Context: an optimization exercise on an open-source flow, tuned for small area, a short achievable clock period and few clock cycles per item. The choices shown serve that exercise and are no tape-out recipe. Only simulation tests tie the RTL to the original design; equivalence was not proved. Power figures rest on the tool's default switching activity, not on a simulated workload.

==> tundra: inputs <==
## signed_integer_to_radix_digits_unit
module signed_integer_to_radix_digits_unit #(
   parameter int MAX_BASE = sitrd_pkg::MAX_BASE
) (
   input  wire logic                                  clock,
   input  wire logic                                  reset,
   input  wire logic                                  req_tvalid,
   output logic                                       req_tready,
   input  wire logic signed [sitrd_pkg::NUM_W-1:0]    req_tdata,
   output logic                                       rsp_tvalid,
   input  wire logic                                  rsp_tready,
   output logic [sitrd_pkg::SYM_W-1:0]                rsp_tdata,
   output logic                                       rsp_tlast,
   output logic                                       rsp_tuser,
   input  wire logic                                  csr_psel,
   input  wire logic                                  csr_penable,
   input  wire logic                                  csr_pwrite,
   input  wire logic [sitrd_pkg::CSR_ADDR_W-1:0]      csr_paddr,
   input  wire logic [sitrd_pkg::CSR_DATA_W-1:0]      csr_pwdata,
   output logic [sitrd_pkg::CSR_DATA_W-1:0]           csr_prdata,
   output logic                                       csr_pready
);
Settings: LEC_CHECK=0, CAP_MARGIN=20, CORE_MARGIN=2, CORE_UTILIZATION=40, SLEW_MARGIN=20; clock period 11.0 ns.
run.sh (not shown) runs the stock make flow with config.mk's settings and CLKGATE_MAP_FILE= SYNTH_SCRIPT=/design/flow/synth_recipe.tcl, a recipe that flattens the netlist after the stock synthesis.
==> raven (differences from tundra) <==
--- a/flow/design.v
+++ b/flow/design.v
@@ -150,18 +150,18 @@
          if (chk_end) begin
             chk_busy <= 1'b0;
             alpha_ok <= !(chk_bad || chk_hit) && (n >= 5'd2);
          end
       end
    end
-   localparam int NC = 32 / CH;
-   localparam int TW = 3;     
-   logic [31:0]   x_ff;
+   localparam int NC = (32 + CH - 1) / CH;    
+   localparam int XW = NC * CH;               
+   logic [XW-1:0] x_ff;
    logic          neg_c;
    logic          c_busy;
-   logic [TW-1:0] top_ff;
+   logic [NC-1:0] top_ff;      
    logic [3:0]    rreg [1:NC-1];
    logic          vreg [1:NC-1];
    logic          zreg [1:NC-1];
    logic [3:0]    rin  [0:NC-1];
    logic          vin  [0:NC-1];
    logic          zin  [0:NC-1];
@@ -170,15 +170,15 @@
    logic [QW-1:0] q_ff, q1_ff;
    logic [5:0]    qcnt_ff, q1cnt;
    logic          q_full, q1_full, q_neg, q1_neg;
    logic          q_to_q1, q1_to_s, q_free, q1_free, o_free;
    always_comb begin
       for (int c = 0; c < NC; c++) begin
-         if (top_ff == TW'(c) || c == NC - 1) begin
+         if (top_ff[c] || c == NC - 1) begin
             rin[c] = '0;
-            vin[c] = (top_ff == TW'(c)) && c_busy && !cfg_pow2;
+            vin[c] = top_ff[c] && c_busy && !cfg_pow2;
             zin[c] = 1'b0;
          end else begin
             rin[c] = rreg[c+1];
             vin[c] = vreg[c+1];
             zin[c] = zreg[c+1];
          end
@@ -197,13 +197,13 @@
             qb[c][i] = ge;
             rr = ge ? {dd[2:0], bb ^ cfg_n0} : {rr[2:0], bb};
          end
          rout[c] = rr;
       end
    end
-   logic [31:0] x_shr1, x_shr2;
+   logic [XW-1:0] x_shr1, x_shr2;
    logic [7:0]  pbits;
    always_comb begin
       case (cfg_wm1)
          2'd0:    begin x_shr1 = x_ff >> 1; x_shr2 = x_ff >> 2; pbits = {6'd0, x_ff[1:0]}; end
          2'd1:    begin x_shr1 = x_ff >> 2; x_shr2 = x_ff >> 4; pbits = {4'd0, x_ff[3:0]}; end
          2'd2:    begin x_shr1 = x_ff >> 3; x_shr2 = x_ff >> 6; pbits = {2'd0, x_ff[5:0]}; end
@@ -220,31 +220,32 @@
          dvalid     = c_busy;
          two        = (x_shr1 != '0);
          last_digit = (x_shr2 == '0);
       end else begin
          dvalid     = vin[0];
          two        = 1'b0;
-         last_digit = !zin[0] && (rin[0] == 4'd0) &&
-                      (x_ff[CH-1:0] < {{(CH > 4 ? CH - 4 : 0){1'b0}}, cfg_n});
+         last_digit = !zin[0] && ({rin[0], x_ff[CH-1:0]} < (CH+4)'(cfg_n));
       end
    end
    assign stall    = dvalid && !q_free;
    assign c_finish = dvalid && q_free && last_digit;
-   assign o_free   = !o_valid || (rsp_tready && rsp_tlast);
+   assign o_free   = !s_valid || (out_load && s_last);
    assign q1_to_s  = q1_full && o_free && !chk_busy;
    assign q1_free  = !q1_full || q1_to_s;
    assign q_to_q1  = q_full && q1_free;
    assign q_free   = !q_full || q_to_q1;
    assign req_tready = !c_busy || c_finish;
-   logic [31:0]   mag_in;
-   logic [TW-1:0] top_in;
+   logic [31:0]   mag32;
+   logic [XW-1:0] mag_in;
+   logic [NC-1:0] top_in;
    always_comb begin
-      mag_in = req_tdata[31] ? (32'd0 - req_tdata) : req_tdata;
+      mag32  = req_tdata[31] ? (32'd0 - req_tdata) : req_tdata;
+      mag_in = XW'(mag32);
       top_in = '0;
-      for (int c = 1; c < NC; c++)
-         if (|mag_in[c * CH +: CH]) top_in = TW'(c);
+      for (int c = NC - 1; c >= 0; c--)
+         if (top_in == '0 && (c == 0 || |mag_in[c * CH +: CH])) top_in[c] = 1'b1;
    end
    always_ff @(posedge clock) begin
       if (reset) begin
          c_busy  <= 1'b0;
          q_full  <= 1'b0;
          q1_full <= 1'b0;
@@ -312,43 +313,59 @@
          q1cnt  <= qcnt_ff;
          q1_neg <= q_neg;
       end
    end
    logic [QW-1:0] s_ff;
    logic [5:0]    ocnt;
-   logic          osign, oerr, o_valid;
+   logic          osign, oerr, s_valid;
    logic [3:0]    o_digit;
+   logic [7:0]    s_byte;
+   logic          s_last;
+   logic          out_load;
+   logic          o_valid;
+   logic [7:0]    out_data;
+   logic          out_last, out_user;
    always_comb begin
       case (cfg_wm1)
          2'd0:    o_digit = {3'b0, s_ff[QW-1]};
          2'd1:    o_digit = {2'b0, s_ff[QW-1:QW-2]};
          2'd2:    o_digit = {1'b0, s_ff[QW-1:QW-3]};
          default: o_digit = s_ff[QW-1:QW-4];
       endcase
    end
    assign sym_idx  = chk_busy ? chk_k : o_digit;
+   assign s_byte   = oerr ? 8'h00 : osign ? sitrd_pkg::SYM_MINUS : sym_out;
+   assign s_last   = oerr || (!osign && ocnt == 6'd1);
+   assign out_load = s_valid && (!o_valid || rsp_tready);
    assign rsp_tvalid = o_valid;
-   assign rsp_tdata  = oerr ? 8'h00 : osign ? sitrd_pkg::SYM_MINUS : sym_out;
-   assign rsp_tlast  = oerr || (!osign && ocnt == 6'd1);
-   assign rsp_tuser  = oerr;
+   assign rsp_tdata  = out_data;
+   assign rsp_tlast  = out_last;
+   assign rsp_tuser  = out_user;
    always_ff @(posedge clock) begin
       if (reset) begin
          o_valid <= 1'b0;
-      end else if (q1_to_s) begin
-         o_valid <= 1'b1;
-      end else if (o_valid && rsp_tready && rsp_tlast) begin
-         o_valid <= 1'b0;
+         s_valid <= 1'b0;
+      end else begin
+         if (out_load)        o_valid <= 1'b1;
+         else if (rsp_tready) o_valid <= 1'b0;
+         if (q1_to_s)                 s_valid <= 1'b1;
+         else if (out_load && s_last) s_valid <= 1'b0;
       end
    end
    always_ff @(posedge clock) begin
+      if (out_load) begin
+         out_data <= s_byte;
+         out_last <= s_last;
+         out_user <= oerr;
+      end
       if (q1_to_s) begin
          s_ff  <= q1_ff;
          ocnt  <= q1cnt;
          osign <= q1_neg && alpha_ok;
          oerr  <= !alpha_ok;
-      end else if (o_valid && rsp_tready) begin
+      end else if (out_load) begin
          if (osign) begin
             osign <= 1'b0;
          end else begin
             case (cfg_wm1)
                2'd0:    s_ff <= {s_ff[QW-2:0], 1'b0};
                2'd1:    s_ff <= {s_ff[QW-3:0], 2'b0};
SETUP_SLACK_MARGIN = 5   (was default)
==> zinc (differences from tundra) <==
--- a/flow/design.v
+++ b/flow/design.v
@@ -60,13 +60,12 @@
    input  wire logic [sitrd_pkg::CSR_ADDR_W-1:0]      csr_paddr,
    input  wire logic [sitrd_pkg::CSR_DATA_W-1:0]      csr_pwdata,
    output logic [sitrd_pkg::CSR_DATA_W-1:0]           csr_prdata,
    output logic                                       csr_pready
 );
    localparam int QW = 42;    
-   localparam int CH = 4;     
    logic [4:0]  radix_ff;
    logic [63:0] symbols_low_ff;
    logic [63:0] symbols_high_ff;
    logic        csr_write;
    logic [1:0]  csr_index;
    assign csr_pready = 1'b1;
@@ -150,35 +149,35 @@
          if (chk_end) begin
             chk_busy <= 1'b0;
             alpha_ok <= !(chk_bad || chk_hit) && (n >= 5'd2);
          end
       end
    end
-   localparam int NC = 32 / CH;
-   localparam int TW = 3;     
-   logic [31:0]   x_ff;
+   localparam int NC = 9;     
+   localparam int XW = 32;
+   logic [XW-1:0] x_ff;
    logic          neg_c;
    logic          c_busy;
-   logic [TW-1:0] top_ff;
+   logic [NC-1:0] top_ff;      
    logic [3:0]    rreg [1:NC-1];
    logic          vreg [1:NC-1];
    logic          zreg [1:NC-1];
    logic [3:0]    rin  [0:NC-1];
    logic          vin  [0:NC-1];
    logic          zin  [0:NC-1];
    logic [3:0]    rout [0:NC-1];
-   logic [CH-1:0] qb   [0:NC-1];
+   logic [4:0]    qb   [0:NC-1];
    logic [QW-1:0] q_ff, q1_ff;
    logic [5:0]    qcnt_ff, q1cnt;
    logic          q_full, q1_full, q_neg, q1_neg;
    logic          q_to_q1, q1_to_s, q_free, q1_free, o_free;
    always_comb begin
       for (int c = 0; c < NC; c++) begin
-         if (top_ff == TW'(c) || c == NC - 1) begin
+         if (top_ff[c] || c == NC - 1) begin
             rin[c] = '0;
-            vin[c] = (top_ff == TW'(c)) && c_busy && !cfg_pow2;
+            vin[c] = top_ff[c] && c_busy && !cfg_pow2;
             zin[c] = 1'b0;
          end else begin
             rin[c] = rreg[c+1];
             vin[c] = vreg[c+1];
             zin[c] = zreg[c+1];
          end
@@ -186,65 +185,74 @@
    end
    always_comb begin
       for (int c = 0; c < NC; c++) begin
          logic [3:0] rr, kk, dd;
          logic       bb, ge;
          rr = rin[c];
-         for (int i = CH - 1; i >= 0; i--) begin
-            bb = x_ff[c * CH + i];
+         qb[c] = '0;
+         for (int i = 4; i >= 0; i--) if (i < ((c == 0) ? 3 : (c == NC - 1) ? 1 : 4)) begin
+            bb = x_ff[((c == 0) ? 0 : 4 * c - 1) + i];
             kk = bb ? cfg_k1 : cfg_k0;
             ge = (rr >= kk);
             dd = rr - kk;
             qb[c][i] = ge;
             rr = ge ? {dd[2:0], bb ^ cfg_n0} : {rr[2:0], bb};
          end
          rout[c] = rr;
       end
    end
-   logic [31:0] x_shr1, x_shr2;
-   logic [7:0]  pbits;
+   logic [NC-1:0] qnz;
+   always_comb begin
+      for (int c = 0; c < NC; c++) begin
+         logic [8:0] v;
+         v = 9'(rin[c]);
+         for (int i = 4; i >= 0; i--)
+            if (i < ((c == 0) ? 3 : (c == NC - 1) ? 1 : 4)) v = {v[7:0], x_ff[((c == 0) ? 0 : 4 * c - 1) + i]};
+         qnz[c] = (v >= 9'(cfg_n));
+      end
+   end
+   logic [XW-1:0] x_shr;
+   logic [3:0]    pdigit;
    always_comb begin
       case (cfg_wm1)
-         2'd0:    begin x_shr1 = x_ff >> 1; x_shr2 = x_ff >> 2; pbits = {6'd0, x_ff[1:0]}; end
-         2'd1:    begin x_shr1 = x_ff >> 2; x_shr2 = x_ff >> 4; pbits = {4'd0, x_ff[3:0]}; end
-         2'd2:    begin x_shr1 = x_ff >> 3; x_shr2 = x_ff >> 6; pbits = {2'd0, x_ff[5:0]}; end
-         default: begin x_shr1 = x_ff >> 4; x_shr2 = x_ff >> 8; pbits = x_ff[7:0];          end
+         2'd0:    begin x_shr = x_ff >> 1; pdigit = {3'd0, x_ff[0]};   end
+         2'd1:    begin x_shr = x_ff >> 2; pdigit = {2'd0, x_ff[1:0]}; end
+         2'd2:    begin x_shr = x_ff >> 3; pdigit = {1'd0, x_ff[2:0]}; end
+         default: begin x_shr = x_ff >> 4; pdigit = x_ff[3:0];         end
       endcase
    end
    logic dvalid;       
-   logic two;          
    logic last_digit;
    logic stall;
    logic c_finish;
    always_comb begin
       if (cfg_pow2) begin
          dvalid     = c_busy;
-         two        = (x_shr1 != '0);
-         last_digit = (x_shr2 == '0);
+         last_digit = (x_shr == '0);
       end else begin
          dvalid     = vin[0];
-         two        = 1'b0;
-         last_digit = !zin[0] && (rin[0] == 4'd0) &&
-                      (x_ff[CH-1:0] < {{(CH > 4 ? CH - 4 : 0){1'b0}}, cfg_n});
+         last_digit = !zin[0] && ({rin[0], x_ff[2:0]} < 7'(cfg_n));
       end
    end
    assign stall    = dvalid && !q_free;
    assign c_finish = dvalid && q_free && last_digit;
-   assign o_free   = !o_valid || (rsp_tready && rsp_tlast);
+   assign o_free   = !s_valid || (out_load && s_last);
    assign q1_to_s  = q1_full && o_free && !chk_busy;
    assign q1_free  = !q1_full || q1_to_s;
    assign q_to_q1  = q_full && q1_free;
    assign q_free   = !q_full || q_to_q1;
-   assign req_tready = !c_busy || c_finish;
-   logic [31:0]   mag_in;
-   logic [TW-1:0] top_in;
+   assign req_tready = !c_busy || (dvalid && last_digit && !q_full);
+   logic [31:0]   mag32;
+   logic [XW-1:0] mag_in;
+   logic [NC-1:0] top_in;
    always_comb begin
-      mag_in = req_tdata[31] ? (32'd0 - req_tdata) : req_tdata;
+      mag32  = req_tdata[31] ? (32'd0 - req_tdata) : req_tdata;
+      mag_in = XW'(mag32);
       top_in = '0;
-      for (int c = 1; c < NC; c++)
-         if (|mag_in[c * CH +: CH]) top_in = TW'(c);
+      for (int c = NC - 1; c >= 0; c--)
+         if (top_in == '0 && (c == 0 || |(mag_in >> ((c == 0) ? 0 : 4 * c - 1)))) top_in[c] = 1'b1;
    end
    always_ff @(posedge clock) begin
       if (reset) begin
          c_busy  <= 1'b0;
          q_full  <= 1'b0;
          q1_full <= 1'b0;
@@ -261,50 +269,42 @@
       if (req_tvalid && req_tready) begin
          x_ff   <= mag_in;
          top_ff <= top_in;
          neg_c  <= req_tdata[31];
       end else if (c_busy && !stall) begin
          if (cfg_pow2) begin
-            x_ff <= x_shr2;
+            x_ff <= x_shr;
          end else begin
             for (int c = 0; c < NC; c++)
-               if (vin[c]) x_ff[c * CH +: CH] <= qb[c];
+               for (int i = 0; i < 5; i++)
+                  if (i < ((c == 0) ? 3 : (c == NC - 1) ? 1 : 4) && vin[c]) x_ff[((c == 0) ? 0 : 4 * c - 1) + i] <= qb[c][i];
          end
       end
    end
    always_ff @(posedge clock) begin
       for (int c = 1; c < NC; c++) begin
          if (reset || c_finish || (req_tvalid && req_tready)) begin
             vreg[c] <= 1'b0;
          end else if (!stall) begin
             vreg[c] <= vin[c];
             rreg[c] <= rout[c];
-            zreg[c] <= zin[c] || (|qb[c]);
+            zreg[c] <= zin[c] || qnz[c];
          end
       end
    end
    always_ff @(posedge clock) begin
       if (dvalid && q_free) begin
-         if (cfg_pow2 && two) begin
-            case (cfg_wm1)
-               2'd0:    q_ff <= {pbits[1:0], q_ff[QW-1:2]};
-               2'd1:    q_ff <= {pbits[3:0], q_ff[QW-1:4]};
-               2'd2:    q_ff <= {pbits[5:0], q_ff[QW-1:6]};
-               default: q_ff <= {pbits[7:0], q_ff[QW-1:8]};
-            endcase
-         end else begin
-            logic [3:0] d;
-            d = cfg_pow2 ? pbits[3:0] : rout[0];
-            case (cfg_wm1)
-               2'd0:    q_ff <= {d[0],   q_ff[QW-1:1]};
-               2'd1:    q_ff <= {d[1:0], q_ff[QW-1:2]};
-               2'd2:    q_ff <= {d[2:0], q_ff[QW-1:3]};
-               default: q_ff <= {d[3:0], q_ff[QW-1:4]};
-            endcase
-         end
-         qcnt_ff <= (q_full ? 6'd0 : qcnt_ff) + ((cfg_pow2 && two) ? 6'd2 : 6'd1);
+         logic [3:0] d;
+         d = cfg_pow2 ? pdigit : rout[0];
+         case (cfg_wm1)
+            2'd0:    q_ff <= {d[0],   q_ff[QW-1:1]};
+            2'd1:    q_ff <= {d[1:0], q_ff[QW-1:2]};
+            2'd2:    q_ff <= {d[2:0], q_ff[QW-1:3]};
+            default: q_ff <= {d[3:0], q_ff[QW-1:4]};
+         endcase
+         qcnt_ff <= (q_full ? 6'd0 : qcnt_ff) + 6'd1;
       end else if (q_to_q1) begin
          qcnt_ff <= '0;
       end
       if (reset) qcnt_ff <= '0;
       if (c_finish) q_neg <= neg_c;
       if (q_to_q1) begin
@@ -312,43 +312,59 @@
          q1cnt  <= qcnt_ff;
          q1_neg <= q_neg;
       end
    end
    logic [QW-1:0] s_ff;
    logic [5:0]    ocnt;
-   logic          osign, oerr, o_valid;
+   logic          osign, oerr, s_valid;
    logic [3:0]    o_digit;
+   logic [7:0]    s_byte;
+   logic          s_last;
+   logic          out_load;
+   logic          o_valid;
+   logic [7:0]    out_data;
+   logic          out_last, out_user;
    always_comb begin
       case (cfg_wm1)
          2'd0:    o_digit = {3'b0, s_ff[QW-1]};
          2'd1:    o_digit = {2'b0, s_ff[QW-1:QW-2]};
          2'd2:    o_digit = {1'b0, s_ff[QW-1:QW-3]};
          default: o_digit = s_ff[QW-1:QW-4];
       endcase
    end
    assign sym_idx  = chk_busy ? chk_k : o_digit;
+   assign s_byte   = oerr ? 8'h00 : osign ? sitrd_pkg::SYM_MINUS : sym_out;
+   assign s_last   = oerr || (!osign && ocnt == 6'd1);
+   assign out_load = s_valid && (!o_valid || rsp_tready);
    assign rsp_tvalid = o_valid;
-   assign rsp_tdata  = oerr ? 8'h00 : osign ? sitrd_pkg::SYM_MINUS : sym_out;
-   assign rsp_tlast  = oerr || (!osign && ocnt == 6'd1);
-   assign rsp_tuser  = oerr;
+   assign rsp_tdata  = out_data;
+   assign rsp_tlast  = out_last;
+   assign rsp_tuser  = out_user;
    always_ff @(posedge clock) begin
       if (reset) begin
          o_valid <= 1'b0;
-      end else if (q1_to_s) begin
-         o_valid <= 1'b1;
-      end else if (o_valid && rsp_tready && rsp_tlast) begin
-         o_valid <= 1'b0;
+         s_valid <= 1'b0;
+      end else begin
+         if (out_load)        o_valid <= 1'b1;
+         else if (rsp_tready) o_valid <= 1'b0;
+         if (q1_to_s)                 s_valid <= 1'b1;
+         else if (out_load && s_last) s_valid <= 1'b0;
       end
    end
    always_ff @(posedge clock) begin
+      if (out_load) begin
+         out_data <= s_byte;
+         out_last <= s_last;
+         out_user <= oerr;
+      end
       if (q1_to_s) begin
          s_ff  <= q1_ff;
          ocnt  <= q1cnt;
          osign <= q1_neg && alpha_ok;
          oerr  <= !alpha_ok;
-      end else if (o_valid && rsp_tready) begin
+      end else if (out_load) begin
          if (osign) begin
             osign <= 1'b0;
          end else begin
             case (cfg_wm1)
                2'd0:    s_ff <= {s_ff[QW-2:0], 1'b0};
                2'd1:    s_ff <= {s_ff[QW-3:0], 2'b0};
SETUP_SLACK_MARGIN = 5   (was default)
==> results.txt <==
Area delta synth->final: tundra 13.1%; zinc 23.7%; raven 21.3%
Clock power frac: tundra 21.6%; zinc 18.5%; raven 18.8%
Number of optimization iterations in the first detailed-route pass: tundra 9; zinc 9; raven 8
Die area: tundra 0.0787 mm^2; zinc 0.0779 mm^2; raven 0.0801 mm^2
Avg Inst Size Synth: tundra 8.50 um^2; zinc 9.49 um^2; raven 8.60 um^2
Startpoint of the lowest-slack register-to-register path: tundra top_ff[0]; zinc x_ff[10]; raven x_ff[3]
Post-synth EDFFs: tundra 213; zinc 234; raven 228
Placed insts: tundra 4539; zinc 4142; raven 4602
Count of cell types in the netlist: tundra 96; zinc 95; raven 102
Via total after detailed routing: tundra 28433; zinc 26569; raven 29574
Met1 usage in global routing: tundra 36.2%; zinc 35.6%; raven 34.5%
Total CTS buffers: tundra 46; zinc 48; raven 49
Maximum cell stage delay along the critical path: tundra 0.56 ns; zinc 0.47 ns; raven 0.51 ns
Pin count of the biggest net entering global routing: tundra 183; zinc 79; raven 98
Met2 Routed Length: tundra 48.9 mm; zinc 46.1 mm; raven 54.8 mm
Outcome: tundra complete, no violations; zinc complete, no violations; raven complete, no violations
Flops & latches, synth: tundra 382; zinc 405; raven 398
Net count after synthesis: tundra 3892; zinc 3503; raven 3907
Yosys warns: tundra 10; zinc 18; raven 10
Testbench counts of tundra, summed over its fixed seeds: cycles 42,637, items 4,800.
Testbench counts of raven, summed over its fixed seeds: cycles 42,685, items 4,800.
Testbench counts of zinc, summed over its fixed seeds: cycles 45,341, items 4,800.

==> separate check: timing with driven ports <==
No port has a modelled driver above. Below, the same layouts with a new extraction and two added sets of constraints. Step 1: set_driving_cell puts a clkbuf_16 on clock and a buf_2 on each other input, an assumption about the parent block. Step 2 also shifts input and output timing later by t, the mid clock arrival at the registers, as if the neighbouring blocks saw the same clock. a / b / c = ideal / step 1 / step 2; a / b = the first two.
| run | t (ns) | setup WS [ns] | hold WS [ns] | latest minus earliest clock arrival (ns) | pins driven straight from the clock port |
|---|---|---|---|---|---|
| tundra | 0.685 | 2.886 / 2.886 / 2.886 | 0.427 / 0.427 / 0.427 | 0.024 / 0.023 | 1 |
| raven | 0.676 | 4.468 / 4.468 / 4.468 | 0.424 / 0.424 / 0.424 | 0.020 / 0.020 | 1 |
| zinc | 0.657 | 4.675 / 4.675 / 4.597 | 0.416 / 0.416 / 0.416 | 0.030 / 0.031 | 1 |
After both steps setup and hold are still met in every run listed. For zinc, which loses most, drivers alone change the setup slack by 0.000 ns; drivers and shift together by -0.078 ns.
